This design comes from an exercise in tuning for small area and a short achievable clock period on the open sky130 flow, not from production work. At most, simulation tests tie the RTL to the original design; equivalence was not proved. Function not checked in run 2: the RTL went through the layout flow alone.

===== flow/design.v =====
module groove_sample_scheduler #(
    parameter int DEPTH = 4
) (
    input  logic        clk,
    input  logic        reset,
    input  logic        sync_start,
    input  logic [31:0] sig_time,
    input  logic        dir,
    input  logic [31:0] afll_ltr,
    input  logic [31:0] afll_rtl,
    input  logic        pos_valid,
    output logic        pos_ready,
    input  logic [15:0] pos_in,
    output logic        fire,
    output logic [31:0] fire_time,
    output logic        missed,
    output logic        busy
);
    localparam int AW = $clog2(DEPTH);
    localparam logic [AW:0] FULL = (AW+1)'(DEPTH);
    logic               started, st_m1, st_m2, st_wait, st_fire;
    logic               first, can_push;
    logic [15:0]        mem [DEPTH];
    logic [AW-1:0]      wr_ptr, rd_ptr;
    logic [AW:0]        count, count_nx;
    logic [31:0]        base, dur, target;
    logic [5:0]         dg_nx;
    logic [2:0]         b_one, b_two, b_neg;
    logic               c5;
    logic               xg, yg;      
    logic [31:0]        cr;
    logic               push, pop, st_ready, hit, m1_nx, m2_nx, wait_nx, fire_nx;
    logic [15:0]        head;
    logic [3:0]         head_nx;
    logic [31:0]        x, y;
    logic [37:0]        r;
    logic signed [31:0] d;
    assign st_ready  = started && !(st_m1 || st_m2 || st_wait || st_fire);
    assign pos_ready = can_push && !sync_start;
    assign push      = pos_valid && pos_ready;
    assign pop       = st_ready && (count != 0) && !sync_start;
    assign fire      = st_fire;
    assign fire_time = target;
    assign head    = mem[rd_ptr];
    assign head_nx = (push && wr_ptr == rd_ptr) ? pos_in[3:0] : head[3:0];
    assign dg_nx   = st_m1 ? {~head[15], head[14:10]} : pop ? head[9:4] : {head_nx, 2'b00};
    assign x = xg ? target : 32'd0;
    assign y = yg ? base : 32'd0;
    assign cr = c5 ? dur : 32'd0;
    wire pp1 = (((b_one[0] & dur[0])) ^ b_neg[0]);
    wire pp2 = (((b_one[0] & dur[1]) | (b_two[0] & dur[0])) ^ b_neg[0]);
    wire pp3 = (((b_one[0] & dur[2]) | (b_two[0] & dur[1])) ^ b_neg[0]);
    wire pp4 = (((b_one[0] & dur[3]) | (b_two[0] & dur[2])) ^ b_neg[0]);
    wire pp5 = (((b_one[0] & dur[4]) | (b_two[0] & dur[3])) ^ b_neg[0]);
    wire pp6 = (((b_one[0] & dur[5]) | (b_two[0] & dur[4])) ^ b_neg[0]);
    wire pp7 = (((b_one[0] & dur[6]) | (b_two[0] & dur[5])) ^ b_neg[0]);
    wire pp8 = (((b_one[0] & dur[7]) | (b_two[0] & dur[6])) ^ b_neg[0]);
    wire pp9 = (((b_one[0] & dur[8]) | (b_two[0] & dur[7])) ^ b_neg[0]);
    wire pp10 = (((b_one[0] & dur[9]) | (b_two[0] & dur[8])) ^ b_neg[0]);
    wire pp11 = (((b_one[0] & dur[10]) | (b_two[0] & dur[9])) ^ b_neg[0]);
    wire pp12 = (((b_one[0] & dur[11]) | (b_two[0] & dur[10])) ^ b_neg[0]);
    wire pp13 = (((b_one[0] & dur[12]) | (b_two[0] & dur[11])) ^ b_neg[0]);
    wire pp14 = (((b_one[0] & dur[13]) | (b_two[0] & dur[12])) ^ b_neg[0]);
    wire pp15 = (((b_one[0] & dur[14]) | (b_two[0] & dur[13])) ^ b_neg[0]);
    wire pp16 = (((b_one[0] & dur[15]) | (b_two[0] & dur[14])) ^ b_neg[0]);
    wire pp17 = (((b_one[0] & dur[16]) | (b_two[0] & dur[15])) ^ b_neg[0]);
    wire pp18 = (((b_one[0] & dur[17]) | (b_two[0] & dur[16])) ^ b_neg[0]);
    wire pp19 = (((b_one[0] & dur[18]) | (b_two[0] & dur[17])) ^ b_neg[0]);
    wire pp20 = (((b_one[0] & dur[19]) | (b_two[0] & dur[18])) ^ b_neg[0]);
    wire pp21 = (((b_one[0] & dur[20]) | (b_two[0] & dur[19])) ^ b_neg[0]);
    wire pp22 = (((b_one[0] & dur[21]) | (b_two[0] & dur[20])) ^ b_neg[0]);
    wire pp23 = (((b_one[0] & dur[22]) | (b_two[0] & dur[21])) ^ b_neg[0]);
    wire pp24 = (((b_one[0] & dur[23]) | (b_two[0] & dur[22])) ^ b_neg[0]);
    wire pp25 = (((b_one[0] & dur[24]) | (b_two[0] & dur[23])) ^ b_neg[0]);
    wire pp26 = (((b_one[0] & dur[25]) | (b_two[0] & dur[24])) ^ b_neg[0]);
    wire pp27 = (((b_one[0] & dur[26]) | (b_two[0] & dur[25])) ^ b_neg[0]);
    wire pp28 = (((b_one[0] & dur[27]) | (b_two[0] & dur[26])) ^ b_neg[0]);
    wire pp29 = (((b_one[0] & dur[28]) | (b_two[0] & dur[27])) ^ b_neg[0]);
    wire pp30 = (((b_one[0] & dur[29]) | (b_two[0] & dur[28])) ^ b_neg[0]);
    wire pp31 = (((b_one[0] & dur[30]) | (b_two[0] & dur[29])) ^ b_neg[0]);
    wire pp32 = (((b_one[0] & dur[31]) | (b_two[0] & dur[30])) ^ b_neg[0]);
    wire pp33 = (((b_two[0] & dur[31])) ^ b_neg[0]);
    wire pp34 = (((b_one[1] & dur[0])) ^ b_neg[1]);
    wire pp35 = (((b_one[1] & dur[1]) | (b_two[1] & dur[0])) ^ b_neg[1]);
    wire pp36 = (((b_one[1] & dur[2]) | (b_two[1] & dur[1])) ^ b_neg[1]);
    wire pp37 = (((b_one[1] & dur[3]) | (b_two[1] & dur[2])) ^ b_neg[1]);
    wire pp38 = (((b_one[1] & dur[4]) | (b_two[1] & dur[3])) ^ b_neg[1]);
    wire pp39 = (((b_one[1] & dur[5]) | (b_two[1] & dur[4])) ^ b_neg[1]);
    wire pp40 = (((b_one[1] & dur[6]) | (b_two[1] & dur[5])) ^ b_neg[1]);
    wire pp41 = (((b_one[1] & dur[7]) | (b_two[1] & dur[6])) ^ b_neg[1]);
    wire pp42 = (((b_one[1] & dur[8]) | (b_two[1] & dur[7])) ^ b_neg[1]);
    wire pp43 = (((b_one[1] & dur[9]) | (b_two[1] & dur[8])) ^ b_neg[1]);
    wire pp44 = (((b_one[1] & dur[10]) | (b_two[1] & dur[9])) ^ b_neg[1]);
    wire pp45 = (((b_one[1] & dur[11]) | (b_two[1] & dur[10])) ^ b_neg[1]);
    wire pp46 = (((b_one[1] & dur[12]) | (b_two[1] & dur[11])) ^ b_neg[1]);
    wire pp47 = (((b_one[1] & dur[13]) | (b_two[1] & dur[12])) ^ b_neg[1]);
    wire pp48 = (((b_one[1] & dur[14]) | (b_two[1] & dur[13])) ^ b_neg[1]);
    wire pp49 = (((b_one[1] & dur[15]) | (b_two[1] & dur[14])) ^ b_neg[1]);
    wire pp50 = (((b_one[1] & dur[16]) | (b_two[1] & dur[15])) ^ b_neg[1]);
    wire pp51 = (((b_one[1] & dur[17]) | (b_two[1] & dur[16])) ^ b_neg[1]);
    wire pp52 = (((b_one[1] & dur[18]) | (b_two[1] & dur[17])) ^ b_neg[1]);
    wire pp53 = (((b_one[1] & dur[19]) | (b_two[1] & dur[18])) ^ b_neg[1]);
    wire pp54 = (((b_one[1] & dur[20]) | (b_two[1] & dur[19])) ^ b_neg[1]);
    wire pp55 = (((b_one[1] & dur[21]) | (b_two[1] & dur[20])) ^ b_neg[1]);
    wire pp56 = (((b_one[1] & dur[22]) | (b_two[1] & dur[21])) ^ b_neg[1]);
    wire pp57 = (((b_one[1] & dur[23]) | (b_two[1] & dur[22])) ^ b_neg[1]);
    wire pp58 = (((b_one[1] & dur[24]) | (b_two[1] & dur[23])) ^ b_neg[1]);
    wire pp59 = (((b_one[1] & dur[25]) | (b_two[1] & dur[24])) ^ b_neg[1]);
    wire pp60 = (((b_one[1] & dur[26]) | (b_two[1] & dur[25])) ^ b_neg[1]);
    wire pp61 = (((b_one[1] & dur[27]) | (b_two[1] & dur[26])) ^ b_neg[1]);
    wire pp62 = (((b_one[1] & dur[28]) | (b_two[1] & dur[27])) ^ b_neg[1]);
    wire pp63 = (((b_one[1] & dur[29]) | (b_two[1] & dur[28])) ^ b_neg[1]);
    wire pp64 = (((b_one[1] & dur[30]) | (b_two[1] & dur[29])) ^ b_neg[1]);
    wire pp65 = (((b_one[1] & dur[31]) | (b_two[1] & dur[30])) ^ b_neg[1]);
    wire pp66 = (((b_two[1] & dur[31])) ^ b_neg[1]);
    wire pp67 = (((b_one[2] & dur[0])) ^ b_neg[2]);
    wire pp68 = (((b_one[2] & dur[1]) | (b_two[2] & dur[0])) ^ b_neg[2]);
    wire pp69 = (((b_one[2] & dur[2]) | (b_two[2] & dur[1])) ^ b_neg[2]);
    wire pp70 = (((b_one[2] & dur[3]) | (b_two[2] & dur[2])) ^ b_neg[2]);
    wire pp71 = (((b_one[2] & dur[4]) | (b_two[2] & dur[3])) ^ b_neg[2]);
    wire pp72 = (((b_one[2] & dur[5]) | (b_two[2] & dur[4])) ^ b_neg[2]);
    wire pp73 = (((b_one[2] & dur[6]) | (b_two[2] & dur[5])) ^ b_neg[2]);
    wire pp74 = (((b_one[2] & dur[7]) | (b_two[2] & dur[6])) ^ b_neg[2]);
    wire pp75 = (((b_one[2] & dur[8]) | (b_two[2] & dur[7])) ^ b_neg[2]);
    wire pp76 = (((b_one[2] & dur[9]) | (b_two[2] & dur[8])) ^ b_neg[2]);
    wire pp77 = (((b_one[2] & dur[10]) | (b_two[2] & dur[9])) ^ b_neg[2]);
    wire pp78 = (((b_one[2] & dur[11]) | (b_two[2] & dur[10])) ^ b_neg[2]);
    wire pp79 = (((b_one[2] & dur[12]) | (b_two[2] & dur[11])) ^ b_neg[2]);
    wire pp80 = (((b_one[2] & dur[13]) | (b_two[2] & dur[12])) ^ b_neg[2]);
    wire pp81 = (((b_one[2] & dur[14]) | (b_two[2] & dur[13])) ^ b_neg[2]);
    wire pp82 = (((b_one[2] & dur[15]) | (b_two[2] & dur[14])) ^ b_neg[2]);
    wire pp83 = (((b_one[2] & dur[16]) | (b_two[2] & dur[15])) ^ b_neg[2]);
    wire pp84 = (((b_one[2] & dur[17]) | (b_two[2] & dur[16])) ^ b_neg[2]);
    wire pp85 = (((b_one[2] & dur[18]) | (b_two[2] & dur[17])) ^ b_neg[2]);
    wire pp86 = (((b_one[2] & dur[19]) | (b_two[2] & dur[18])) ^ b_neg[2]);
    wire pp87 = (((b_one[2] & dur[20]) | (b_two[2] & dur[19])) ^ b_neg[2]);
    wire pp88 = (((b_one[2] & dur[21]) | (b_two[2] & dur[20])) ^ b_neg[2]);
    wire pp89 = (((b_one[2] & dur[22]) | (b_two[2] & dur[21])) ^ b_neg[2]);
    wire pp90 = (((b_one[2] & dur[23]) | (b_two[2] & dur[22])) ^ b_neg[2]);
    wire pp91 = (((b_one[2] & dur[24]) | (b_two[2] & dur[23])) ^ b_neg[2]);
    wire pp92 = (((b_one[2] & dur[25]) | (b_two[2] & dur[24])) ^ b_neg[2]);
    wire pp93 = (((b_one[2] & dur[26]) | (b_two[2] & dur[25])) ^ b_neg[2]);
    wire pp94 = (((b_one[2] & dur[27]) | (b_two[2] & dur[26])) ^ b_neg[2]);
    wire pp95 = (((b_one[2] & dur[28]) | (b_two[2] & dur[27])) ^ b_neg[2]);
    wire pp96 = (((b_one[2] & dur[29]) | (b_two[2] & dur[28])) ^ b_neg[2]);
    wire pp97 = (((b_one[2] & dur[30]) | (b_two[2] & dur[29])) ^ b_neg[2]);
    wire pp98 = (((b_one[2] & dur[31]) | (b_two[2] & dur[30])) ^ b_neg[2]);
    wire pp99 = (((b_two[2] & dur[31])) ^ b_neg[2]);
    wire s100 = b_neg[0] ^ x[0] ^ pp1;
    wire c101 = (b_neg[0] & x[0]) | (b_neg[0] & pp1) | (x[0] & pp1);
    wire s102 = x[1] ^ pp2 ^ c101;
    wire c103 = (x[1] & pp2) | (x[1] & c101) | (pp2 & c101);
    wire s104 = b_neg[1] ^ x[2] ^ pp3;
    wire c105 = (b_neg[1] & x[2]) | (b_neg[1] & pp3) | (x[2] & pp3);
    wire s106 = pp34 ^ s104 ^ c103;
    wire c107 = (pp34 & s104) | (pp34 & c103) | (s104 & c103);
    wire s108 = x[3] ^ pp4 ^ pp35;
    wire c109 = (x[3] & pp4) | (x[3] & pp35) | (pp4 & pp35);
    wire s110 = c105 ^ s108 ^ c107;
    wire c111 = (c105 & s108) | (c105 & c107) | (s108 & c107);
    wire s112 = b_neg[2] ^ x[4] ^ pp5;
    wire c113 = (b_neg[2] & x[4]) | (b_neg[2] & pp5) | (x[4] & pp5);
    wire s114 = pp36 ^ pp67 ^ c109;
    wire c115 = (pp36 & pp67) | (pp36 & c109) | (pp67 & c109);
    wire s116 = s112 ^ s114 ^ c111;
    wire c117 = (s112 & s114) | (s112 & c111) | (s114 & c111);
    wire s118 = x[5] ^ pp6 ^ pp37;
    wire c119 = (x[5] & pp6) | (x[5] & pp37) | (pp6 & pp37);
    wire s120 = pp68 ^ c113 ^ s118;
    wire c121 = (pp68 & c113) | (pp68 & s118) | (c113 & s118);
    wire s122 = c115 ^ s120 ^ c117;
    wire c123 = (c115 & s120) | (c115 & c117) | (s120 & c117);
    wire s124 = x[6] ^ y[0] ^ cr[0];
    wire c125 = (x[6] & y[0]) | (x[6] & cr[0]) | (y[0] & cr[0]);
    wire s126 = pp7 ^ pp38 ^ pp69;
    wire c127 = (pp7 & pp38) | (pp7 & pp69) | (pp38 & pp69);
    wire s128 = s124 ^ c119 ^ s126;
    wire c129 = (s124 & c119) | (s124 & s126) | (c119 & s126);
    wire s130 = c121 ^ s128 ^ c123;
    wire c131 = (c121 & s128) | (c121 & c123) | (s128 & c123);
    wire s132 = x[7] ^ y[1] ^ cr[1];
    wire c133 = (x[7] & y[1]) | (x[7] & cr[1]) | (y[1] & cr[1]);
    wire s134 = pp8 ^ pp39 ^ pp70;
    wire c135 = (pp8 & pp39) | (pp8 & pp70) | (pp39 & pp70);
    wire s136 = c125 ^ s132 ^ c127;
    wire c137 = (c125 & s132) | (c125 & c127) | (s132 & c127);
    wire s138 = s134 ^ s136 ^ c129;
    wire c139 = (s134 & s136) | (s134 & c129) | (s136 & c129);
    wire s140 = x[8] ^ y[2] ^ cr[2];
    wire c141 = (x[8] & y[2]) | (x[8] & cr[2]) | (y[2] & cr[2]);
    wire s142 = pp9 ^ pp40 ^ pp71;
    wire c143 = (pp9 & pp40) | (pp9 & pp71) | (pp40 & pp71);
    wire s144 = c133 ^ s140 ^ c135;
    wire c145 = (c133 & s140) | (c133 & c135) | (s140 & c135);
    wire s146 = s142 ^ c137 ^ s144;
    wire c147 = (s142 & c137) | (s142 & s144) | (c137 & s144);
    wire s148 = x[9] ^ y[3] ^ cr[3];
    wire c149 = (x[9] & y[3]) | (x[9] & cr[3]) | (y[3] & cr[3]);
    wire s150 = pp10 ^ pp41 ^ pp72;
    wire c151 = (pp10 & pp41) | (pp10 & pp72) | (pp41 & pp72);
    wire s152 = c141 ^ s148 ^ c143;
    wire c153 = (c141 & s148) | (c141 & c143) | (s148 & c143);
    wire s154 = s150 ^ c145 ^ s152;
    wire c155 = (s150 & c145) | (s150 & s152) | (c145 & s152);
    wire s156 = x[10] ^ y[4] ^ cr[4];
    wire c157 = (x[10] & y[4]) | (x[10] & cr[4]) | (y[4] & cr[4]);
    wire s158 = pp11 ^ pp42 ^ pp73;
    wire c159 = (pp11 & pp42) | (pp11 & pp73) | (pp42 & pp73);
    wire s160 = c149 ^ s156 ^ c151;
    wire c161 = (c149 & s156) | (c149 & c151) | (s156 & c151);
    wire s162 = s158 ^ c153 ^ s160;
    wire c163 = (s158 & c153) | (s158 & s160) | (c153 & s160);
    wire s164 = x[11] ^ y[5] ^ cr[5];
    wire c165 = (x[11] & y[5]) | (x[11] & cr[5]) | (y[5] & cr[5]);
    wire s166 = pp12 ^ pp43 ^ pp74;
    wire c167 = (pp12 & pp43) | (pp12 & pp74) | (pp43 & pp74);
    wire s168 = c157 ^ s164 ^ c159;
    wire c169 = (c157 & s164) | (c157 & c159) | (s164 & c159);
    wire s170 = s166 ^ c161 ^ s168;
    wire c171 = (s166 & c161) | (s166 & s168) | (c161 & s168);
    wire s172 = x[12] ^ y[6] ^ cr[6];
    wire c173 = (x[12] & y[6]) | (x[12] & cr[6]) | (y[6] & cr[6]);
    wire s174 = pp13 ^ pp44 ^ pp75;
    wire c175 = (pp13 & pp44) | (pp13 & pp75) | (pp44 & pp75);
    wire s176 = c165 ^ s172 ^ c167;
    wire c177 = (c165 & s172) | (c165 & c167) | (s172 & c167);
    wire s178 = s174 ^ c169 ^ s176;
    wire c179 = (s174 & c169) | (s174 & s176) | (c169 & s176);
    wire s180 = x[13] ^ y[7] ^ cr[7];
    wire c181 = (x[13] & y[7]) | (x[13] & cr[7]) | (y[7] & cr[7]);
    wire s182 = pp14 ^ pp45 ^ pp76;
    wire c183 = (pp14 & pp45) | (pp14 & pp76) | (pp45 & pp76);
    wire s184 = c173 ^ s180 ^ c175;
    wire c185 = (c173 & s180) | (c173 & c175) | (s180 & c175);
    wire s186 = s182 ^ c177 ^ s184;
    wire c187 = (s182 & c177) | (s182 & s184) | (c177 & s184);
    wire s188 = x[14] ^ y[8] ^ cr[8];
    wire c189 = (x[14] & y[8]) | (x[14] & cr[8]) | (y[8] & cr[8]);
    wire s190 = pp15 ^ pp46 ^ pp77;
    wire c191 = (pp15 & pp46) | (pp15 & pp77) | (pp46 & pp77);
    wire s192 = c181 ^ s188 ^ c183;
    wire c193 = (c181 & s188) | (c181 & c183) | (s188 & c183);
    wire s194 = s190 ^ c185 ^ s192;
    wire c195 = (s190 & c185) | (s190 & s192) | (c185 & s192);
    wire s196 = x[15] ^ y[9] ^ cr[9];
    wire c197 = (x[15] & y[9]) | (x[15] & cr[9]) | (y[9] & cr[9]);
    wire s198 = pp16 ^ pp47 ^ pp78;
    wire c199 = (pp16 & pp47) | (pp16 & pp78) | (pp47 & pp78);
    wire s200 = c189 ^ s196 ^ c191;
    wire c201 = (c189 & s196) | (c189 & c191) | (s196 & c191);
    wire s202 = s198 ^ c193 ^ s200;
    wire c203 = (s198 & c193) | (s198 & s200) | (c193 & s200);
    wire s204 = x[16] ^ y[10] ^ cr[10];
    wire c205 = (x[16] & y[10]) | (x[16] & cr[10]) | (y[10] & cr[10]);
    wire s206 = pp17 ^ pp48 ^ pp79;
    wire c207 = (pp17 & pp48) | (pp17 & pp79) | (pp48 & pp79);
    wire s208 = c197 ^ s204 ^ c199;
    wire c209 = (c197 & s204) | (c197 & c199) | (s204 & c199);
    wire s210 = s206 ^ c201 ^ s208;
    wire c211 = (s206 & c201) | (s206 & s208) | (c201 & s208);
    wire s212 = x[17] ^ y[11] ^ cr[11];
    wire c213 = (x[17] & y[11]) | (x[17] & cr[11]) | (y[11] & cr[11]);
    wire s214 = pp18 ^ pp49 ^ pp80;
    wire c215 = (pp18 & pp49) | (pp18 & pp80) | (pp49 & pp80);
    wire s216 = c205 ^ s212 ^ c207;
    wire c217 = (c205 & s212) | (c205 & c207) | (s212 & c207);
    wire s218 = s214 ^ c209 ^ s216;
    wire c219 = (s214 & c209) | (s214 & s216) | (c209 & s216);
    wire s220 = x[18] ^ y[12] ^ cr[12];
    wire c221 = (x[18] & y[12]) | (x[18] & cr[12]) | (y[12] & cr[12]);
    wire s222 = pp19 ^ pp50 ^ pp81;
    wire c223 = (pp19 & pp50) | (pp19 & pp81) | (pp50 & pp81);
    wire s224 = c213 ^ s220 ^ c215;
    wire c225 = (c213 & s220) | (c213 & c215) | (s220 & c215);
    wire s226 = s222 ^ c217 ^ s224;
    wire c227 = (s222 & c217) | (s222 & s224) | (c217 & s224);
    wire s228 = x[19] ^ y[13] ^ cr[13];
    wire c229 = (x[19] & y[13]) | (x[19] & cr[13]) | (y[13] & cr[13]);
    wire s230 = pp20 ^ pp51 ^ pp82;
    wire c231 = (pp20 & pp51) | (pp20 & pp82) | (pp51 & pp82);
    wire s232 = c221 ^ s228 ^ c223;
    wire c233 = (c221 & s228) | (c221 & c223) | (s228 & c223);
    wire s234 = s230 ^ c225 ^ s232;
    wire c235 = (s230 & c225) | (s230 & s232) | (c225 & s232);
    wire s236 = x[20] ^ y[14] ^ cr[14];
    wire c237 = (x[20] & y[14]) | (x[20] & cr[14]) | (y[14] & cr[14]);
    wire s238 = pp21 ^ pp52 ^ pp83;
    wire c239 = (pp21 & pp52) | (pp21 & pp83) | (pp52 & pp83);
    wire s240 = c229 ^ s236 ^ c231;
    wire c241 = (c229 & s236) | (c229 & c231) | (s236 & c231);
    wire s242 = s238 ^ c233 ^ s240;
    wire c243 = (s238 & c233) | (s238 & s240) | (c233 & s240);
    wire s244 = x[21] ^ y[15] ^ cr[15];
    wire c245 = (x[21] & y[15]) | (x[21] & cr[15]) | (y[15] & cr[15]);
    wire s246 = pp22 ^ pp53 ^ pp84;
    wire c247 = (pp22 & pp53) | (pp22 & pp84) | (pp53 & pp84);
    wire s248 = c237 ^ s244 ^ c239;
    wire c249 = (c237 & s244) | (c237 & c239) | (s244 & c239);
    wire s250 = s246 ^ c241 ^ s248;
    wire c251 = (s246 & c241) | (s246 & s248) | (c241 & s248);
    wire s252 = x[22] ^ y[16] ^ cr[16];
    wire c253 = (x[22] & y[16]) | (x[22] & cr[16]) | (y[16] & cr[16]);
    wire s254 = pp23 ^ pp54 ^ pp85;
    wire c255 = (pp23 & pp54) | (pp23 & pp85) | (pp54 & pp85);
    wire s256 = c245 ^ s252 ^ c247;
    wire c257 = (c245 & s252) | (c245 & c247) | (s252 & c247);
    wire s258 = s254 ^ c249 ^ s256;
    wire c259 = (s254 & c249) | (s254 & s256) | (c249 & s256);
    wire s260 = x[23] ^ y[17] ^ cr[17];
    wire c261 = (x[23] & y[17]) | (x[23] & cr[17]) | (y[17] & cr[17]);
    wire s262 = pp24 ^ pp55 ^ pp86;
    wire c263 = (pp24 & pp55) | (pp24 & pp86) | (pp55 & pp86);
    wire s264 = c253 ^ s260 ^ c255;
    wire c265 = (c253 & s260) | (c253 & c255) | (s260 & c255);
    wire s266 = s262 ^ c257 ^ s264;
    wire c267 = (s262 & c257) | (s262 & s264) | (c257 & s264);
    wire s268 = x[24] ^ y[18] ^ cr[18];
    wire c269 = (x[24] & y[18]) | (x[24] & cr[18]) | (y[18] & cr[18]);
    wire s270 = pp25 ^ pp56 ^ pp87;
    wire c271 = (pp25 & pp56) | (pp25 & pp87) | (pp56 & pp87);
    wire s272 = c261 ^ s268 ^ c263;
    wire c273 = (c261 & s268) | (c261 & c263) | (s268 & c263);
    wire s274 = s270 ^ c265 ^ s272;
    wire c275 = (s270 & c265) | (s270 & s272) | (c265 & s272);
    wire s276 = x[25] ^ y[19] ^ cr[19];
    wire c277 = (x[25] & y[19]) | (x[25] & cr[19]) | (y[19] & cr[19]);
    wire s278 = pp26 ^ pp57 ^ pp88;
    wire c279 = (pp26 & pp57) | (pp26 & pp88) | (pp57 & pp88);
    wire s280 = c269 ^ s276 ^ c271;
    wire c281 = (c269 & s276) | (c269 & c271) | (s276 & c271);
    wire s282 = s278 ^ c273 ^ s280;
    wire c283 = (s278 & c273) | (s278 & s280) | (c273 & s280);
    wire s284 = x[26] ^ y[20] ^ cr[20];
    wire c285 = (x[26] & y[20]) | (x[26] & cr[20]) | (y[20] & cr[20]);
    wire s286 = pp27 ^ pp58 ^ pp89;
    wire c287 = (pp27 & pp58) | (pp27 & pp89) | (pp58 & pp89);
    wire s288 = c277 ^ s284 ^ c279;
    wire c289 = (c277 & s284) | (c277 & c279) | (s284 & c279);
    wire s290 = s286 ^ c281 ^ s288;
    wire c291 = (s286 & c281) | (s286 & s288) | (c281 & s288);
    wire s292 = x[27] ^ y[21] ^ cr[21];
    wire c293 = (x[27] & y[21]) | (x[27] & cr[21]) | (y[21] & cr[21]);
    wire s294 = pp28 ^ pp59 ^ pp90;
    wire c295 = (pp28 & pp59) | (pp28 & pp90) | (pp59 & pp90);
    wire s296 = c285 ^ s292 ^ c287;
    wire c297 = (c285 & s292) | (c285 & c287) | (s292 & c287);
    wire s298 = s294 ^ c289 ^ s296;
    wire c299 = (s294 & c289) | (s294 & s296) | (c289 & s296);
    wire s300 = x[28] ^ y[22] ^ cr[22];
    wire c301 = (x[28] & y[22]) | (x[28] & cr[22]) | (y[22] & cr[22]);
    wire s302 = pp29 ^ pp60 ^ pp91;
    wire c303 = (pp29 & pp60) | (pp29 & pp91) | (pp60 & pp91);
    wire s304 = c293 ^ s300 ^ c295;
    wire c305 = (c293 & s300) | (c293 & c295) | (s300 & c295);
    wire s306 = s302 ^ c297 ^ s304;
    wire c307 = (s302 & c297) | (s302 & s304) | (c297 & s304);
    wire s308 = x[29] ^ y[23] ^ cr[23];
    wire c309 = (x[29] & y[23]) | (x[29] & cr[23]) | (y[23] & cr[23]);
    wire s310 = pp30 ^ pp61 ^ pp92;
    wire c311 = (pp30 & pp61) | (pp30 & pp92) | (pp61 & pp92);
    wire s312 = c301 ^ s308 ^ c303;
    wire c313 = (c301 & s308) | (c301 & c303) | (s308 & c303);
    wire s314 = s310 ^ c305 ^ s312;
    wire c315 = (s310 & c305) | (s310 & s312) | (c305 & s312);
    wire s316 = x[30] ^ y[24] ^ cr[24];
    wire c317 = (x[30] & y[24]) | (x[30] & cr[24]) | (y[24] & cr[24]);
    wire s318 = pp31 ^ pp62 ^ pp93;
    wire c319 = (pp31 & pp62) | (pp31 & pp93) | (pp62 & pp93);
    wire s320 = c309 ^ s316 ^ c311;
    wire c321 = (c309 & s316) | (c309 & c311) | (s316 & c311);
    wire s322 = s318 ^ c313 ^ s320;
    wire c323 = (s318 & c313) | (s318 & s320) | (c313 & s320);
    wire s324 = x[31] ^ y[25] ^ cr[25];
    wire c325 = (x[31] & y[25]) | (x[31] & cr[25]) | (y[25] & cr[25]);
    wire s326 = pp32 ^ pp63 ^ pp94;
    wire c327 = (pp32 & pp63) | (pp32 & pp94) | (pp63 & pp94);
    wire s328 = c317 ^ s324 ^ c319;
    wire c329 = (c317 & s324) | (c317 & c319) | (s324 & c319);
    wire s330 = s326 ^ c321 ^ s328;
    wire c331 = (s326 & c321) | (s326 & s328) | (c321 & s328);
    wire s332 = y[26] ^ cr[26] ^ pp33;
    wire c333 = (y[26] & cr[26]) | (y[26] & pp33) | (cr[26] & pp33);
    wire s334 = pp64 ^ pp95 ^ c325;
    wire c335 = (pp64 & pp95) | (pp64 & c325) | (pp95 & c325);
    wire s336 = c327 ^ s332 ^ s334;
    wire c337 = (c327 & s332) | (c327 & s334) | (s332 & s334);
    wire s338 = c329 ^ s336 ^ c331;
    wire c339 = (c329 & s336) | (c329 & c331) | (s336 & c331);
    wire s340 = 1'b1 ^ ~b_neg[0] ^ y[27];
    wire c341 = (1'b1 & ~b_neg[0]) | (1'b1 & y[27]) | (~b_neg[0] & y[27]);
    wire s342 = cr[27] ^ pp65 ^ pp96;
    wire c343 = (cr[27] & pp65) | (cr[27] & pp96) | (pp65 & pp96);
    wire s344 = s340 ^ c333 ^ c335;
    wire c345 = (s340 & c333) | (s340 & c335) | (c333 & c335);
    wire s346 = s342 ^ s344 ^ c337;
    wire c347 = (s342 & s344) | (s342 & c337) | (s344 & c337);
    wire s348 = 1'b1 ^ y[28] ^ cr[28];
    wire c349 = (1'b1 & y[28]) | (1'b1 & cr[28]) | (y[28] & cr[28]);
    wire s350 = pp66 ^ pp97 ^ c341;
    wire c351 = (pp66 & pp97) | (pp66 & c341) | (pp97 & c341);
    wire s352 = s348 ^ c343 ^ s350;
    wire c353 = (s348 & c343) | (s348 & s350) | (c343 & s350);
    wire s354 = c345 ^ s352 ^ c347;
    wire c355 = (c345 & s352) | (c345 & c347) | (s352 & c347);
    wire s356 = ~b_neg[1] ^ y[29] ^ cr[29];
    wire c357 = (~b_neg[1] & y[29]) | (~b_neg[1] & cr[29]) | (y[29] & cr[29]);
    wire s358 = pp98 ^ c349 ^ s356;
    wire c359 = (pp98 & c349) | (pp98 & s356) | (c349 & s356);
    wire s360 = c351 ^ s358 ^ c353;
    wire c361 = (c351 & s358) | (c351 & c353) | (s358 & c353);
    wire s362 = 1'b1 ^ y[30] ^ cr[30];
    wire c363 = (1'b1 & y[30]) | (1'b1 & cr[30]) | (y[30] & cr[30]);
    wire s364 = pp99 ^ c357 ^ s362;
    wire c365 = (pp99 & c357) | (pp99 & s362) | (c357 & s362);
    wire s366 = c359 ^ s364 ^ c361;
    wire c367 = (c359 & s364) | (c359 & c361) | (s364 & c361);
    wire s368 = ~b_neg[2] ^ y[31] ^ cr[31];
    wire s369 = c363 ^ s368 ^ c365;
    wire g370 = s100 & 1'b0;
    wire g371 = s102 & 1'b0;
    wire g372 = s106 & 1'b0;
    wire g373 = s110 & 1'b0;
    wire g374 = s116 & 1'b0;
    wire g375 = s122 & 1'b0;
    wire g376 = s130 & 1'b0;
    wire g377 = c131 & s138;
    wire g378 = c139 & s146;
    wire g379 = c147 & s154;
    wire g380 = c155 & s162;
    wire g381 = c163 & s170;
    wire g382 = c171 & s178;
    wire g383 = c179 & s186;
    wire g384 = c187 & s194;
    wire g385 = c195 & s202;
    wire g386 = c203 & s210;
    wire g387 = c211 & s218;
    wire g388 = c219 & s226;
    wire g389 = c227 & s234;
    wire g390 = c235 & s242;
    wire g391 = c243 & s250;
    wire g392 = c251 & s258;
    wire g393 = c259 & s266;
    wire g394 = c267 & s274;
    wire g395 = c275 & s282;
    wire g396 = c283 & s290;
    wire g397 = c291 & s298;
    wire g398 = c299 & s306;
    wire g399 = c307 & s314;
    wire g400 = c315 & s322;
    wire g401 = c323 & s330;
    wire g402 = s338 & 1'b0;
    wire g403 = c339 & s346;
    wire g404 = s354 & 1'b0;
    wire g405 = c355 & s360;
    wire g406 = s366 & 1'b0;
    wire g407 = c367 & s369;
    wire p408 = s100 ^ 1'b0;
    wire p409 = s102 ^ 1'b0;
    wire p410 = s106 ^ 1'b0;
    wire p411 = s110 ^ 1'b0;
    wire p412 = s116 ^ 1'b0;
    wire p413 = s122 ^ 1'b0;
    wire p414 = s130 ^ 1'b0;
    wire p415 = c131 ^ s138;
    wire p416 = c139 ^ s146;
    wire p417 = c147 ^ s154;
    wire p418 = c155 ^ s162;
    wire p419 = c163 ^ s170;
    wire p420 = c171 ^ s178;
    wire p421 = c179 ^ s186;
    wire p422 = c187 ^ s194;
    wire p423 = c195 ^ s202;
    wire p424 = c203 ^ s210;
    wire p425 = c211 ^ s218;
    wire p426 = c219 ^ s226;
    wire p427 = c227 ^ s234;
    wire p428 = c235 ^ s242;
    wire p429 = c243 ^ s250;
    wire p430 = c251 ^ s258;
    wire p431 = c259 ^ s266;
    wire p432 = c267 ^ s274;
    wire p433 = c275 ^ s282;
    wire p434 = c283 ^ s290;
    wire p435 = c291 ^ s298;
    wire p436 = c299 ^ s306;
    wire p437 = c307 ^ s314;
    wire p438 = c315 ^ s322;
    wire p439 = c323 ^ s330;
    wire p440 = s338 ^ 1'b0;
    wire p441 = c339 ^ s346;
    wire p442 = s354 ^ 1'b0;
    wire p443 = c355 ^ s360;
    wire p444 = s366 ^ 1'b0;
    wire p445 = c367 ^ s369;
    wire g446 = g371 | (p409 & g370);
    wire g447 = g372 | (p410 & g371);
    wire p448 = p410 & p409;
    wire g449 = g373 | (p411 & g372);
    wire p450 = p411 & p410;
    wire g451 = g374 | (p412 & g373);
    wire p452 = p412 & p411;
    wire g453 = g375 | (p413 & g374);
    wire p454 = p413 & p412;
    wire g455 = g376 | (p414 & g375);
    wire p456 = p414 & p413;
    wire g457 = g377 | (p415 & g376);
    wire p458 = p415 & p414;
    wire g459 = g378 | (p416 & g377);
    wire p460 = p416 & p415;
    wire g461 = g379 | (p417 & g378);
    wire p462 = p417 & p416;
    wire g463 = g380 | (p418 & g379);
    wire p464 = p418 & p417;
    wire g465 = g381 | (p419 & g380);
    wire p466 = p419 & p418;
    wire g467 = g382 | (p420 & g381);
    wire p468 = p420 & p419;
    wire g469 = g383 | (p421 & g382);
    wire p470 = p421 & p420;
    wire g471 = g384 | (p422 & g383);
    wire p472 = p422 & p421;
    wire g473 = g385 | (p423 & g384);
    wire p474 = p423 & p422;
    wire g475 = g386 | (p424 & g385);
    wire p476 = p424 & p423;
    wire g477 = g387 | (p425 & g386);
    wire p478 = p425 & p424;
    wire g479 = g388 | (p426 & g387);
    wire p480 = p426 & p425;
    wire g481 = g389 | (p427 & g388);
    wire p482 = p427 & p426;
    wire g483 = g390 | (p428 & g389);
    wire p484 = p428 & p427;
    wire g485 = g391 | (p429 & g390);
    wire p486 = p429 & p428;
    wire g487 = g392 | (p430 & g391);
    wire p488 = p430 & p429;
    wire g489 = g393 | (p431 & g392);
    wire p490 = p431 & p430;
    wire g491 = g394 | (p432 & g393);
    wire p492 = p432 & p431;
    wire g493 = g395 | (p433 & g394);
    wire p494 = p433 & p432;
    wire g495 = g396 | (p434 & g395);
    wire p496 = p434 & p433;
    wire g497 = g397 | (p435 & g396);
    wire p498 = p435 & p434;
    wire g499 = g398 | (p436 & g397);
    wire p500 = p436 & p435;
    wire g501 = g399 | (p437 & g398);
    wire p502 = p437 & p436;
    wire g503 = g400 | (p438 & g399);
    wire p504 = p438 & p437;
    wire g505 = g401 | (p439 & g400);
    wire p506 = p439 & p438;
    wire g507 = g402 | (p440 & g401);
    wire p508 = p440 & p439;
    wire g509 = g403 | (p441 & g402);
    wire p510 = p441 & p440;
    wire g511 = g404 | (p442 & g403);
    wire p512 = p442 & p441;
    wire g513 = g405 | (p443 & g404);
    wire p514 = p443 & p442;
    wire g515 = g406 | (p444 & g405);
    wire p516 = p444 & p443;
    wire g517 = g407 | (p445 & g406);
    wire p518 = p445 & p444;
    wire g519 = g447 | (p448 & g370);
    wire g520 = g449 | (p450 & g446);
    wire g521 = g451 | (p452 & g447);
    wire p522 = p452 & p448;
    wire g523 = g453 | (p454 & g449);
    wire p524 = p454 & p450;
    wire g525 = g455 | (p456 & g451);
    wire p526 = p456 & p452;
    wire g527 = g457 | (p458 & g453);
    wire p528 = p458 & p454;
    wire g529 = g459 | (p460 & g455);
    wire p530 = p460 & p456;
    wire g531 = g461 | (p462 & g457);
    wire p532 = p462 & p458;
    wire g533 = g463 | (p464 & g459);
    wire p534 = p464 & p460;
    wire g535 = g465 | (p466 & g461);
    wire p536 = p466 & p462;
    wire g537 = g467 | (p468 & g463);
    wire p538 = p468 & p464;
    wire g539 = g469 | (p470 & g465);
    wire p540 = p470 & p466;
    wire g541 = g471 | (p472 & g467);
    wire p542 = p472 & p468;
    wire g543 = g473 | (p474 & g469);
    wire p544 = p474 & p470;
    wire g545 = g475 | (p476 & g471);
    wire p546 = p476 & p472;
    wire g547 = g477 | (p478 & g473);
    wire p548 = p478 & p474;
    wire g549 = g479 | (p480 & g475);
    wire p550 = p480 & p476;
    wire g551 = g481 | (p482 & g477);
    wire p552 = p482 & p478;
    wire g553 = g483 | (p484 & g479);
    wire p554 = p484 & p480;
    wire g555 = g485 | (p486 & g481);
    wire p556 = p486 & p482;
    wire g557 = g487 | (p488 & g483);
    wire p558 = p488 & p484;
    wire g559 = g489 | (p490 & g485);
    wire p560 = p490 & p486;
    wire g561 = g491 | (p492 & g487);
    wire p562 = p492 & p488;
    wire g563 = g493 | (p494 & g489);
    wire p564 = p494 & p490;
    wire g565 = g495 | (p496 & g491);
    wire p566 = p496 & p492;
    wire g567 = g497 | (p498 & g493);
    wire p568 = p498 & p494;
    wire g569 = g499 | (p500 & g495);
    wire p570 = p500 & p496;
    wire g571 = g501 | (p502 & g497);
    wire p572 = p502 & p498;
    wire g573 = g503 | (p504 & g499);
    wire p574 = p504 & p500;
    wire g575 = g505 | (p506 & g501);
    wire p576 = p506 & p502;
    wire g577 = g507 | (p508 & g503);
    wire p578 = p508 & p504;
    wire g579 = g509 | (p510 & g505);
    wire p580 = p510 & p506;
    wire g581 = g511 | (p512 & g507);
    wire p582 = p512 & p508;
    wire g583 = g513 | (p514 & g509);
    wire p584 = p514 & p510;
    wire g585 = g515 | (p516 & g511);
    wire p586 = p516 & p512;
    wire g587 = g517 | (p518 & g513);
    wire p588 = p518 & p514;
    wire g589 = g521 | (p522 & g370);
    wire g590 = g523 | (p524 & g446);
    wire g591 = g525 | (p526 & g519);
    wire g592 = g527 | (p528 & g520);
    wire g593 = g529 | (p530 & g521);
    wire p594 = p530 & p522;
    wire g595 = g531 | (p532 & g523);
    wire p596 = p532 & p524;
    wire g597 = g533 | (p534 & g525);
    wire p598 = p534 & p526;
    wire g599 = g535 | (p536 & g527);
    wire p600 = p536 & p528;
    wire g601 = g537 | (p538 & g529);
    wire p602 = p538 & p530;
    wire g603 = g539 | (p540 & g531);
    wire p604 = p540 & p532;
    wire g605 = g541 | (p542 & g533);
    wire p606 = p542 & p534;
    wire g607 = g543 | (p544 & g535);
    wire p608 = p544 & p536;
    wire g609 = g545 | (p546 & g537);
    wire p610 = p546 & p538;
    wire g611 = g547 | (p548 & g539);
    wire p612 = p548 & p540;
    wire g613 = g549 | (p550 & g541);
    wire p614 = p550 & p542;
    wire g615 = g551 | (p552 & g543);
    wire p616 = p552 & p544;
    wire g617 = g553 | (p554 & g545);
    wire p618 = p554 & p546;
    wire g619 = g555 | (p556 & g547);
    wire p620 = p556 & p548;
    wire g621 = g557 | (p558 & g549);
    wire p622 = p558 & p550;
    wire g623 = g559 | (p560 & g551);
    wire p624 = p560 & p552;
    wire g625 = g561 | (p562 & g553);
    wire p626 = p562 & p554;
    wire g627 = g563 | (p564 & g555);
    wire p628 = p564 & p556;
    wire g629 = g565 | (p566 & g557);
    wire p630 = p566 & p558;
    wire g631 = g567 | (p568 & g559);
    wire p632 = p568 & p560;
    wire g633 = g569 | (p570 & g561);
    wire p634 = p570 & p562;
    wire g635 = g571 | (p572 & g563);
    wire p636 = p572 & p564;
    wire g637 = g573 | (p574 & g565);
    wire p638 = p574 & p566;
    wire g639 = g575 | (p576 & g567);
    wire p640 = p576 & p568;
    wire g641 = g577 | (p578 & g569);
    wire p642 = p578 & p570;
    wire g643 = g579 | (p580 & g571);
    wire p644 = p580 & p572;
    wire g645 = g581 | (p582 & g573);
    wire p646 = p582 & p574;
    wire g647 = g583 | (p584 & g575);
    wire p648 = p584 & p576;
    wire g649 = g585 | (p586 & g577);
    wire p650 = p586 & p578;
    wire g651 = g587 | (p588 & g579);
    wire p652 = p588 & p580;
    wire g653 = g593 | (p594 & g370);
    wire g654 = g595 | (p596 & g446);
    wire g655 = g597 | (p598 & g519);
    wire g656 = g599 | (p600 & g520);
    wire g657 = g601 | (p602 & g589);
    wire g658 = g603 | (p604 & g590);
    wire g659 = g605 | (p606 & g591);
    wire g660 = g607 | (p608 & g592);
    wire g661 = g609 | (p610 & g593);
    wire p662 = p610 & p594;
    wire g663 = g611 | (p612 & g595);
    wire p664 = p612 & p596;
    wire g665 = g613 | (p614 & g597);
    wire p666 = p614 & p598;
    wire g667 = g615 | (p616 & g599);
    wire p668 = p616 & p600;
    wire g669 = g617 | (p618 & g601);
    wire p670 = p618 & p602;
    wire g671 = g619 | (p620 & g603);
    wire p672 = p620 & p604;
    wire g673 = g621 | (p622 & g605);
    wire p674 = p622 & p606;
    wire g675 = g623 | (p624 & g607);
    wire p676 = p624 & p608;
    wire g677 = g625 | (p626 & g609);
    wire p678 = p626 & p610;
    wire g679 = g627 | (p628 & g611);
    wire p680 = p628 & p612;
    wire g681 = g629 | (p630 & g613);
    wire p682 = p630 & p614;
    wire g683 = g631 | (p632 & g615);
    wire p684 = p632 & p616;
    wire g685 = g633 | (p634 & g617);
    wire p686 = p634 & p618;
    wire g687 = g635 | (p636 & g619);
    wire p688 = p636 & p620;
    wire g689 = g637 | (p638 & g621);
    wire p690 = p638 & p622;
    wire g691 = g639 | (p640 & g623);
    wire p692 = p640 & p624;
    wire g693 = g641 | (p642 & g625);
    wire p694 = p642 & p626;
    wire g695 = g643 | (p644 & g627);
    wire p696 = p644 & p628;
    wire g697 = g645 | (p646 & g629);
    wire p698 = p646 & p630;
    wire g699 = g647 | (p648 & g631);
    wire p700 = p648 & p632;
    wire g701 = g649 | (p650 & g633);
    wire p702 = p650 & p634;
    wire g703 = g651 | (p652 & g635);
    wire p704 = p652 & p636;
    wire g705 = g661 | (p662 & g370);
    wire g706 = g663 | (p664 & g446);
    wire g707 = g665 | (p666 & g519);
    wire g708 = g667 | (p668 & g520);
    wire g709 = g669 | (p670 & g589);
    wire g710 = g671 | (p672 & g590);
    wire g711 = g673 | (p674 & g591);
    wire g712 = g675 | (p676 & g592);
    wire g713 = g677 | (p678 & g653);
    wire g714 = g679 | (p680 & g654);
    wire g715 = g681 | (p682 & g655);
    wire g716 = g683 | (p684 & g656);
    wire g717 = g685 | (p686 & g657);
    wire g718 = g687 | (p688 & g658);
    wire g719 = g689 | (p690 & g659);
    wire g720 = g691 | (p692 & g660);
    wire g721 = g693 | (p694 & g661);
    wire p722 = p694 & p662;
    wire g723 = g695 | (p696 & g663);
    wire p724 = p696 & p664;
    wire g725 = g697 | (p698 & g665);
    wire p726 = p698 & p666;
    wire g727 = g699 | (p700 & g667);
    wire p728 = p700 & p668;
    wire g729 = g701 | (p702 & g669);
    wire p730 = p702 & p670;
    wire g731 = g703 | (p704 & g671);
    wire p732 = p704 & p672;
    wire g733 = g721 | (p722 & g370);
    wire g734 = g723 | (p724 & g446);
    wire g735 = g725 | (p726 & g519);
    wire g736 = g727 | (p728 & g520);
    wire g737 = g729 | (p730 & g589);
    wire g738 = g731 | (p732 & g590);
    assign r[0] = p408;
    assign r[1] = p409 ^ g370;
    assign r[2] = p410 ^ g446;
    assign r[3] = p411 ^ g519;
    assign r[4] = p412 ^ g520;
    assign r[5] = p413 ^ g589;
    assign r[6] = p414 ^ g590;
    assign r[7] = p415 ^ g591;
    assign r[8] = p416 ^ g592;
    assign r[9] = p417 ^ g653;
    assign r[10] = p418 ^ g654;
    assign r[11] = p419 ^ g655;
    assign r[12] = p420 ^ g656;
    assign r[13] = p421 ^ g657;
    assign r[14] = p422 ^ g658;
    assign r[15] = p423 ^ g659;
    assign r[16] = p424 ^ g660;
    assign r[17] = p425 ^ g705;
    assign r[18] = p426 ^ g706;
    assign r[19] = p427 ^ g707;
    assign r[20] = p428 ^ g708;
    assign r[21] = p429 ^ g709;
    assign r[22] = p430 ^ g710;
    assign r[23] = p431 ^ g711;
    assign r[24] = p432 ^ g712;
    assign r[25] = p433 ^ g713;
    assign r[26] = p434 ^ g714;
    assign r[27] = p435 ^ g715;
    assign r[28] = p436 ^ g716;
    assign r[29] = p437 ^ g717;
    assign r[30] = p438 ^ g718;
    assign r[31] = p439 ^ g719;
    assign r[32] = p440 ^ g720;
    assign r[33] = p441 ^ g733;
    assign r[34] = p442 ^ g734;
    assign r[35] = p443 ^ g735;
    assign r[36] = p444 ^ g736;
    assign r[37] = p445 ^ g737;
    assign d   = sig_time - target;
    assign hit = !d[31];
    assign count_nx = sync_start ? '0 : count + (AW+1)'(push) - (AW+1)'(pop);
    assign m1_nx    = pop;
    assign m2_nx    = st_m1 && !sync_start;
    assign wait_nx  = (st_m2 || (st_wait && !hit)) && !sync_start;
    assign fire_nx  = st_wait && hit && !sync_start;
    always_ff @(posedge clk)
        if (push) mem[wr_ptr] <= pos_in;
    always_ff @(posedge clk) begin
        if (sync_start) begin
            base <= sig_time;
            dur  <= dir ? afll_rtl : afll_ltr;
        end
        if (!(st_wait || st_fire)) target <= r[37:6];
        for (int j = 0; j < 3; j++) begin
            b_neg[j] <= dg_nx[2*j+1];
            b_one[j] <= dg_nx[2*j] ^ (j == 0 ? 1'b0 : dg_nx[2*j-1]);
            b_two[j] <= dg_nx[2*j+1] ? !(dg_nx[2*j] || (j == 0 ? 1'b0 : dg_nx[2*j-1]))
                                     : (dg_nx[2*j] && (j == 0 ? 1'b0 : dg_nx[2*j-1]));
        end
        c5 <= dg_nx[5];
        first <= st_m2;
    end
    always_ff @(posedge clk or posedge reset) begin
        if (reset) begin
            started  <= 1'b0;
            can_push <= 1'b0;
            st_m1    <= 1'b0;
            st_m2    <= 1'b0;
            st_wait  <= 1'b0;
            st_fire  <= 1'b0;
            xg       <= 1'b0;
            yg       <= 1'b0;
            missed   <= 1'b0;
            busy     <= 1'b0;
            wr_ptr   <= '0;
            rd_ptr   <= '0;
            count    <= '0;
        end else begin
            started  <= started || sync_start;
            can_push <= (started || sync_start) && count_nx != FULL;
            count    <= count_nx;
            st_m1    <= m1_nx;
            st_m2    <= m2_nx;
            st_wait  <= wait_nx;
            st_fire  <= fire_nx;
            xg       <= m1_nx || m2_nx;
            yg       <= m2_nx;
            busy     <= count_nx != 0 || m1_nx || m2_nx || wait_nx || fire_nx;
            missed   <= st_wait && hit && !sync_start && first && (sig_time != target);
            if (sync_start) begin
                wr_ptr <= '0;
                rd_ptr <= '0;
            end else begin
                if (push) wr_ptr <= wr_ptr + 1'b1;
                if (st_m1) rd_ptr <= rd_ptr + 1'b1;
            end
        end
    end
endmodule

===== flow/flow/run.sh =====
#!/bin/bash
# The standard layout (the standard.sh: ORFS synthesis, floorplan, power grid,
# placement, CTS and routing) with two changes:
#  - synthesis skips the generic ABC pass that Yosys's synth runs before the adder
#    extraction (SYNTH_ARGS=-noabc), so the full adders are extracted from the RTL's own
#    adder tree without inverters between them; the liberty-mapped ABC pass still runs,
#    and the registers are the same as the standard synthesis's;
#  - the port buffers are inserted as buf_1 cells rather than the larger cell the
#    resizer picks by default; timing repair still resizes them as needed.
set -euo pipefail
export SYNTH_ARGS="-noabc"
export BUFFER_PORTS_ARGS="-buffer_cell sky130_fd_sc_hd__buf_1"
bash standard.sh > standard.log 2>&1

===== flow/standard.sh =====
#!/bin/bash
# synth_recipe.tcl (not shown) runs the flow's synth.tcl, then flattens the netlist and writes it again
# the make line also repeats each setting of config.mk as NAME=value (left out here)
make -C /OpenROAD-flow-scripts/flow DESIGN_CONFIG=/design/flow/config.mk WORK_HOME=/design/flow/orfs CLKGATE_MAP_FILE= SYNTH_SCRIPT=/design/flow/synth_recipe.tcl "${@:-finish}"

===== flow/config.mk =====
export PLATFORM = sky130hd
export DESIGN_NAME = groove_sample_scheduler
export DESIGN_NICKNAME = groove_sample_scheduler
export VERILOG_FILES = /design/flow/design.v
export SDC_FILE = /design/flow/constraint.sdc
export NUM_CORES = 4
export LEC_CHECK = 0
export ABC_AREA = 1
export CAP_MARGIN = 20
export CORE_MARGIN = 2
export CORE_UTILIZATION = 40
export SETUP_SLACK_MARGIN = 5
export SLEW_MARGIN = 20
export TNS_END_PERCENT = 100

===== flow/constraint.sdc =====
create_clock -name core_clock -period 9.0 [get_ports {clk}]
set_input_delay 1.8000 -clock core_clock [delete_from_list [all_inputs] [get_ports {clk}]]
set_output_delay 1.8000 -clock core_clock [all_outputs]
set_load 0.01 [all_outputs]

==> impl_metrics.ini, run 1 <==
[worst_hold_path]
hold-path-endpoint = missed
hold_depth = 2
hp-class = register to register
holdCritStartpoint = first

[timing]
max_slew_margin_pct = 33.6
period_needed_ns = 4.27
finalHoldViolCount = 0
tightest_slew_ns = 0.995
drv_slew = 0
rsz0062_at_grt = yes
fin_skew_ns = 0.0163
setup_tns_ns = 0
fin_hold_ws_ns = 0.520
fmax_mhz = 234
min_period_over_period_pct = 47.5
setup_viol = 0

[worst_setup_path]
path_cells = inv_4, o22ai_2, xor2_1, fa_1, fa_1, o22a_1, nand2_1, nand2_1, fa_2, ha_4, fa_2, nand2_2, nand2_2, o21ai_4, nor2_4, nor2_4, o21bai_4, nand2_1, nand2_1, xor2_1
endpoint_kind = register
worst-path-max-fanout = 5
crit_buf_inv = 1
r2r-end = target[19]
cp.required_ns = 9.23
r2r.worst_path.cells = 20
cpMaxStageDelayCell = fa_1
worstSetupPathType = register to register
critPathMaxStageDelay_ns = 0.59
path_common_cell = nand2_1
r2r_start = dur[3]
path_delay_family = adder cells
cp.arrival_ns = 4.50
ff2ff_setup_slack_ns = 4.73
critPathLaunchType = register

[yosys]
syn_area_per_cell_um2 = 9.59
synth-adder-area-share_pct = 23.2
yosys.area_share.simple_pct = 12.5
synth_cell_types = 52
synthXorXnorAreaFrac_pct = 7.69
ys_ff_latch = 186
synthArstFlopShare_pct = 8.60
yosys_warnings = 1
synth_nets = 1860
syn_inst = 1544
synth_top_flop_cell = edfxtp_1
synth_compound_area_share_pct = 9.29
synth_top_family_by_area = adder cells
synth_area_mm2 = 0.0148
seq_area_frac_synth_pct = 36.5
synth_edf_count = 160
synth.area.mux_share_pct = 2.43

[global_route]
grt_pass1_vias = 11700
busiest_layer = met2
met3_usage_pct = 4.07
grt_max_degree = 66
grt_util_all_layers_pct = 23.1
grt_pass1_wl_um = 67000
met1_usage_pct = 32.6
overflow = 0
grt_use_met2_pct = 36.7
antenna_found_initial = 0

[place]
postPlaceCellArea_mm2 = 0.0159
place_hpwl_um = 31300
dp.cells = 2118
portBuffers = 152
place_congestion = 0.929

[clock_network]
h-tree-depth = 4
cts_tree = built
clk_latency_ns = 0.47
clockRootBuffer = clkbuf_16
cts_sinks = 186
cts_hold_buf = 0
clk_pin_slew_ns = 0.09
cts_max_path_buffers = 2
numCtsBuffers = 17

[floorplanning]
start_util_pct = 40.6
io_pins = 153
die_width_um = 196
die_area_mm2 = 0.0386
num_rows = 70
core_mm2 = 0.0365
fp.dieH_um = 196

[cells_and_area]
nFillCells = 3398
area_growth_pct = 19.7
instances_no_fill = 2204
drive_above_1_share_pct = 16.5
nNetsFinal = 2039
post-route-cell-area_mm2 = 0.0177
diodes = 0

[detailed_routing]
routed_wl_um = 43800
drc = 0
drtAntennaViolNets = 0
wl_per_cell_um = 19.9
drtIter0Drc = 954
vias = 11700
firstDrtPassIters = 5
via_per_inst = 5.29

[flow_run]
cap_violations = 0

[status]
status = finished clean
==> through the flow <==
step	setup WS (ns)	utilization (%)
6_report	4.73	48.6
5_1_grt	4.57	48.6
4_1_cts	4.78	47.3
3_5_place_dp	4.01	43.4
3_3_place_gp	4.10	43.4
2_1_floorplan	5.00	-
==> worst max-delay path by stage <==
stage             start         end  depth (start not counted)
2_1_floorplan  b_one[0]  target[19]                         21
3_3_place_gp   b_two[1]  target[19]                         20
3_5_place_dp   b_two[1]  target[27]                         23
4_1_cts          dur[3]  target[29]                         22
5_1_grt          dur[3]  target[27]                         23
6_report         dur[3]  target[19]                         20
==> cell usage after synthesis, types with 4 or more instances <==
| master | count | share of area [%] |
|---|---|---|
| a21oi_1 | 33 | 1.1 |
| a31oi_1 | 6 | 0.25 |
| buf_2 | 19 | 0.64 |
| buf_4 | 4 | 0.20 |
| clkbuf_1 | 27 | 0.68 |
| dfrtp_1 | 16 | 2.7 |
| dfxtp_1 | 10 | 1.4 |
| edfxtp_1 | 160 | 32 |
| fa_1 | 127 | 17 |
| ha_1 | 72 | 6.1 |
| inv_1 | 252 | 6.4 |
| inv_2 | 9 | 0.23 |
| mux2_2 | 29 | 2.2 |
| nand2_1 | 283 | 7.2 |
| nand2_2 | 5 | 0.21 |
| nand3_1 | 37 | 1.3 |
| nand4_1 | 9 | 0.38 |
| nor2_1 | 99 | 2.5 |
| nor3_1 | 8 | 0.27 |
| o21ai_0 | 40 | 1.4 |
| o21ai_1 | 10 | 0.34 |
| o221ai_1 | 4 | 0.24 |
| o22ai_1 | 104 | 4.4 |
| xnor2_1 | 13 | 0.77 |
| xor2_1 | 117 | 6.9 |
==> final cells by class <==
cell class	instances	area (um^2)	share of cell area [%]
Timing Repair Buffer	212	1200	6.78
Timing Repair inverter	3	26.3	0.148
Clock buffer	17	425	2.40
Sequential cell	186	5430	30.6
Tap cell	468	586	3.30
Clock inverter	15	193	1.09
Inverter	263	1020	5.78
Multi-Input combinational cell	1040	8840	49.9
==> flip-flops by register name (all words and copies together) (netlist names), 2 cells and up <==
name	cells
mem	64
base	32
dur	32
target	32
b_neg	3
b_one	3
b_two	3
count	3
rd_ptr	2
wr_ptr	2
==> worst reg2reg max path: stages (launching register included) <==
cell	delay (ns)
edfxtp_1	0.46
inv_4	0.13
o22ai_2	0.08
xor2_1	0.18
fa_1	0.59
fa_1	0.44
o22a_1	0.22
nand2_1	0.07
nand2_1	0.07
fa_2	0.36
ha_4	0.19
fa_2	0.38
nand2_2	0.07
nand2_2	0.06
o21ai_4	0.10
nor2_4	0.07
nor2_4	0.15
o21bai_4	0.13
nand2_1	0.08
nand2_1	0.06
xor2_1	0.15
==> placed cells by master (no fill, tap or decap), drive strengths merged, types with 5 or more instances in the layout <==
| master | netlist | final |
|---|---|---|
| a21boi | 5 | 5 |
| a31oi | 6 | 6 |
| nand3 | 37 | 37 |
| dfrtp | 16 | 16 |
| nand4 | 11 | 11 |
| nand2 | 288 | 288 |
| o22ai | 104 | 104 |
| xor2 | 117 | 117 |
| clkinv | 2 | 11 |
| clkbuf | 28 | 18 |
| xnor2 | 13 | 13 |
| fa | 127 | 127 |
| inv | 261 | 264 |
| dfxtp | 10 | 10 |
| mux2 | 32 | 32 |
| edfxtp | 160 | 160 |
| nor2 | 103 | 103 |
| nor3 | 9 | 9 |
| ha | 72 | 72 |
| o21ai | 53 | 53 |
| a21oi | 34 | 34 |
| clkinvlp | 0 | 6 |
| buf | 27 | 210 |
==> logic make-up after synthesis <==
| logic type | after synthesis |
|---|---|
| flip-flops | 186 |
| buffers and inverters | 318 |
| AND/OR/NAND/NOR | 453 |
| XOR/XNOR | 130 |
| adder cells (fa/ha/maj) | 199 |
| AO/OA/AOI/OAI | 226 |
| multiplexers | 32 |
==> metal layers <==
| metal | share of wire, % | wire length [um] | vias up |
|---|---|---|---|
| li1 | - | - | 5420 |
| met1 | 44 | 19400 | 5754 |
| met2 | 47 | 20500 | 449 |
| met3 | 7.2 | 3130 | 40 |
| met4 | 1.7 | 734 | 0 |
| met5 | 0 | 0 | - |
==> what timing repair did <==
action / in CTS / in global routing
gates cloned: 4 / 0
gates resized for setup: 101 / 84
setup buffers: 36 / 14
endpoints found under the setup margin: 32 / 28
pin swaps: 15 / 21
==> run 2, diff against run 1 <==
--- a/flow/design.v
+++ b/flow/design.v
@@ -866,3 +866,4 @@
             started  <= started || sync_start;
-            can_push <= (started || sync_start) && count_nx != FULL;
+            can_push <= sync_start || (started && !(!pop && (count == FULL
+                                                             || (count == FULL - 1 && push))));
             count    <= count_nx;
@@ -874,3 +875,3 @@
             yg       <= m2_nx;
-            busy     <= count_nx != 0 || m1_nx || m2_nx || wait_nx || fire_nx;
+            busy     <= !sync_start && (push || count != 0 || st_m1 || st_m2 || st_wait);
             missed   <= st_wait && hit && !sync_start && first && (sig_time != target);
==> run 2 against run 1 <==
Synthesized area rose by 1.3%. Via count is 1.1% higher. Critical endpoint is now target[25]. Highest routed layer unchanged. First-iteration DRC count is 15% lower. Flip-flop and latch count is the same. Hold slack worse by 0.058 ns. Global-route usage fell by 0.37 points. Die area increased by 1.3%. Critical path depth is 2 lower.
==> impl_metrics.ini, run 2 <==
[global_route]
grt_max_degree = 46
grt_pass1_vias = 12000
antenna_found_initial = 0
grt_util_all_layers_pct = 22.7
grt_pass1_wl_um = 66200
overflow = 0

[yosys]
syn_area_per_cell_um2 = 9.46
synth_nets = 1902
synth_edf_count = 160
synth_top_area_share_pct = 32.0
synthArstFlopShare_pct = 8.60
yosys_warnings = 1
synthTopCellsByCount = nand2_1, inv_1, edfxtp_1, fa_1, xor2_1
synth_top_flop_cell = edfxtp_1
syn_inst = 1586
synth_cell_types = 56
synth_area_leader_cell = edfxtp_1
yosysMostFrequentCell = nand2_1
ys_ff_latch = 186
synth_area_mm2 = 0.0150
seq_area_frac_synth_pct = 36.0
synth_area_leaders = edfxtp_1, fa_1, nand2_1

[worst_setup_path]
critPathMaxStageDelay_ns = 0.54
critPathLaunchType = register
worst-path-max-fanout = 8
r2r-end = target[25]
cp.arrival_ns = 4.49
cp.required_ns = 9.22
endpoint_kind = register
path_cells = clkinvlp_4, buf_4, buf_4, o22ai_1, xor2_1, fa_2, fa_1, fa_1, ha_4, nand2_1, nand2_1, a21oi_1, o21ai_0, nand2_1, nand3_2, nand2_1, inv_1, nor2_1
crit_buf_inv = 4
r2r.worst_path.cells = 18
ff2ff_setup_slack_ns = 4.74
path_common_cell = nand2_1
path_delay_family = adder cells
r2r_start = b_one[1]
worstSetupPathType = register to register
cpMaxStageDelayCell = fa_1

[place]
postPlaceCellArea_mm2 = 0.0160
place_hpwl_um = 32400
place_congestion = 0.990
portBuffers = 152

[clock_network]
clk_latency_ns = 0.46
cts_max_path_buffers = 2
h-tree-depth = 4
clockRootBuffer = clkbuf_16
clk_pin_slew_ns = 0.08
cts_tree = built
cts_hold_buf = 0
cts_sinks = 186
numCtsBuffers = 17

[timing]
min_period_over_period_pct = 47.3
finalHoldViolCount = 0
setup_viol = 0
setup_tns_ns = 0
fin_skew_ns = 0.0157
period_needed_ns = 4.26
tightest_slew_ns = 1.05
rsz0062_at_grt = yes
fmax_mhz = 235
drv_slew = 0
fin_hold_ws_ns = 0.462
max_slew_margin_pct = 29.7

[cells_and_area]
final_cell_mix = nand2_1, inv_1, edfxtp_1, buf_1, xor2_1
top_register = mem
final_util_pct = 49.7
area_growth_pct = 21.9
largest_register_ff_count = 64
regArea_mm2 = 0.00543
nNetsFinal = 2088
nFillCells = 3359
final_common_cell = nand2_1
diodes = 0
post-route-cell-area_mm2 = 0.0183
multi_input_area_mm2 = 0.00929
drive_above_1_share_pct = 18.9

[floorplanning]
core_mm2 = 0.0368
start_util_pct = 40.8
die_area_mm2 = 0.0391
die_width_um = 198
num_rows = 70
io_pins = 153
fp.dieH_um = 198

[detailed_routing]
vias = 11800
drtAntennaViolNets = 0
routed_wl_um = 44100
drtIter0Drc = 811
drc = 0
via_per_inst = 5.23
wl_per_cell_um = 19.6
firstDrtPassIters = 6

[worst_hold_path]
hp-class = register to register
hold-path-endpoint = missed
holdCritStartpoint = first
hold_depth = 2

[status]
status = finished clean

[flow_run]
cap_violations = 0
==> run 2: changes by cell type in the layout (fill, tap and decap cells not counted), moves of 7 or more <==
cell and change:
a21oi_1 +7, o21ai_0 +7, fa_1 -9, nand3_2 +7, nor2_1 -9, inv_1 +8
nand2_1 +22, o22ai_1 -19, fa_2 +9, o22ai_2 +14, nor2_2 +9, ha_4 +11
==> run 2: worst max path at each step <==
stage | slack [ns] | depth (start not counted) | end | startpoint
floorplan | 4.99 | 25 | target[29] | b_one[0]
global placement | 4.09 | 24 | target[29] | b_one[0]
detailed placement | 4.01 | 24 | target[29] | b_one[0]
CTS | 4.80 | 25 | target[29] | b_two[0]
global route | 4.54 | 24 | target[29] | b_two[1]
finish | 4.74 | 18 | target[25] | b_one[1]
==> run 2: metal layers <==
layer	up-vias	global-route usage (%)	wire length [um]
met2	423	39.9	22600
met5	-	0	0
met3	100	5.57	2900
li1	5544	-	-
met1	5724	26.8	16900
met4	0	8.80	1670
==> run 2: area by class of cell <==
| type | count | share of cell area, % |
|---|---|---|
| clock buffers | 17 | 2.33 |
| clock inverters | 15 | 1.20 |
| inverters | 265 | 5.55 |
| multi-input cells | 1079 | 50.8 |
| flip-flops and latches | 186 | 29.7 |
| well taps | 468 | 3.20 |
| repair buffers | 218 | 7.03 |
| repair inverters | 5 | 0.205 |
==> run 2: logic make-up after synthesis <==
| logic type | after synthesis | synth area share [%] |
|---|---|---|
| AO/OA/AOI/OAI | 224 | 8.88 |
| XOR/XNOR | 126 | 7.40 |
| adder cells (fa/ha/maj) | 199 | 22.9 |
| buffers and inverters | 321 | 8.32 |
| flip-flops | 186 | 36.0 |
| multiplexers | 32 | 2.40 |
| AND/OR/NAND/NOR | 498 | 14.0 |
==> run 2: tightest hold or removal path, cell delays in order (launching register included) <==
cell     delay [ns]
dfxtp_1        0.31
nand2_1        0.07
nor2_1         0.05
==> run 2: metrics by stage <==
stage	cells	setup WS (ns)
2_1_floorplan	1586	4.99
3_3_place_gp	2158	4.09
3_5_place_dp	2158	4.01
4_1_cts	2237	4.80
5_1_grt	2253	4.54
6_report	2253	4.74
==> run 2: timing repair <==
item                                    4_1_cts  5_1_grt
pin swaps                                    19       22
resized for setup                           146       88
setup buffers                                38       16
gates cloned                                  9        0
endpoints found under the setup margin       31       26

[re-timing with driven ports]
No port has a modelled driver above. Below, the same layouts with a new extraction and two added sets of constraints. Step 1, drivers: a clkbuf_16 drives clk and a buf_2 each remaining input, both assumed. Step 2 also shifts input and output timing later by t, the mid clock arrival at the registers, as if the neighbouring blocks saw the same clock. a / b / c = ideal / step 1 / step 2; a / b = the first two.
run | t (ns) | setup slack, ns | worst setup path after step 2 | worst register clock-pin slew, ns | cell pins on the clock port's net
run 1 | 0.520 | 4.727 / 4.727 / 4.727 | register to register | 0.09 / 0.09 | 1
run 2 | 0.506 | 4.740 / 4.740 / 4.740 | register to register | 0.08 / 0.08 | 1
After both steps every run listed still meets setup and hold.
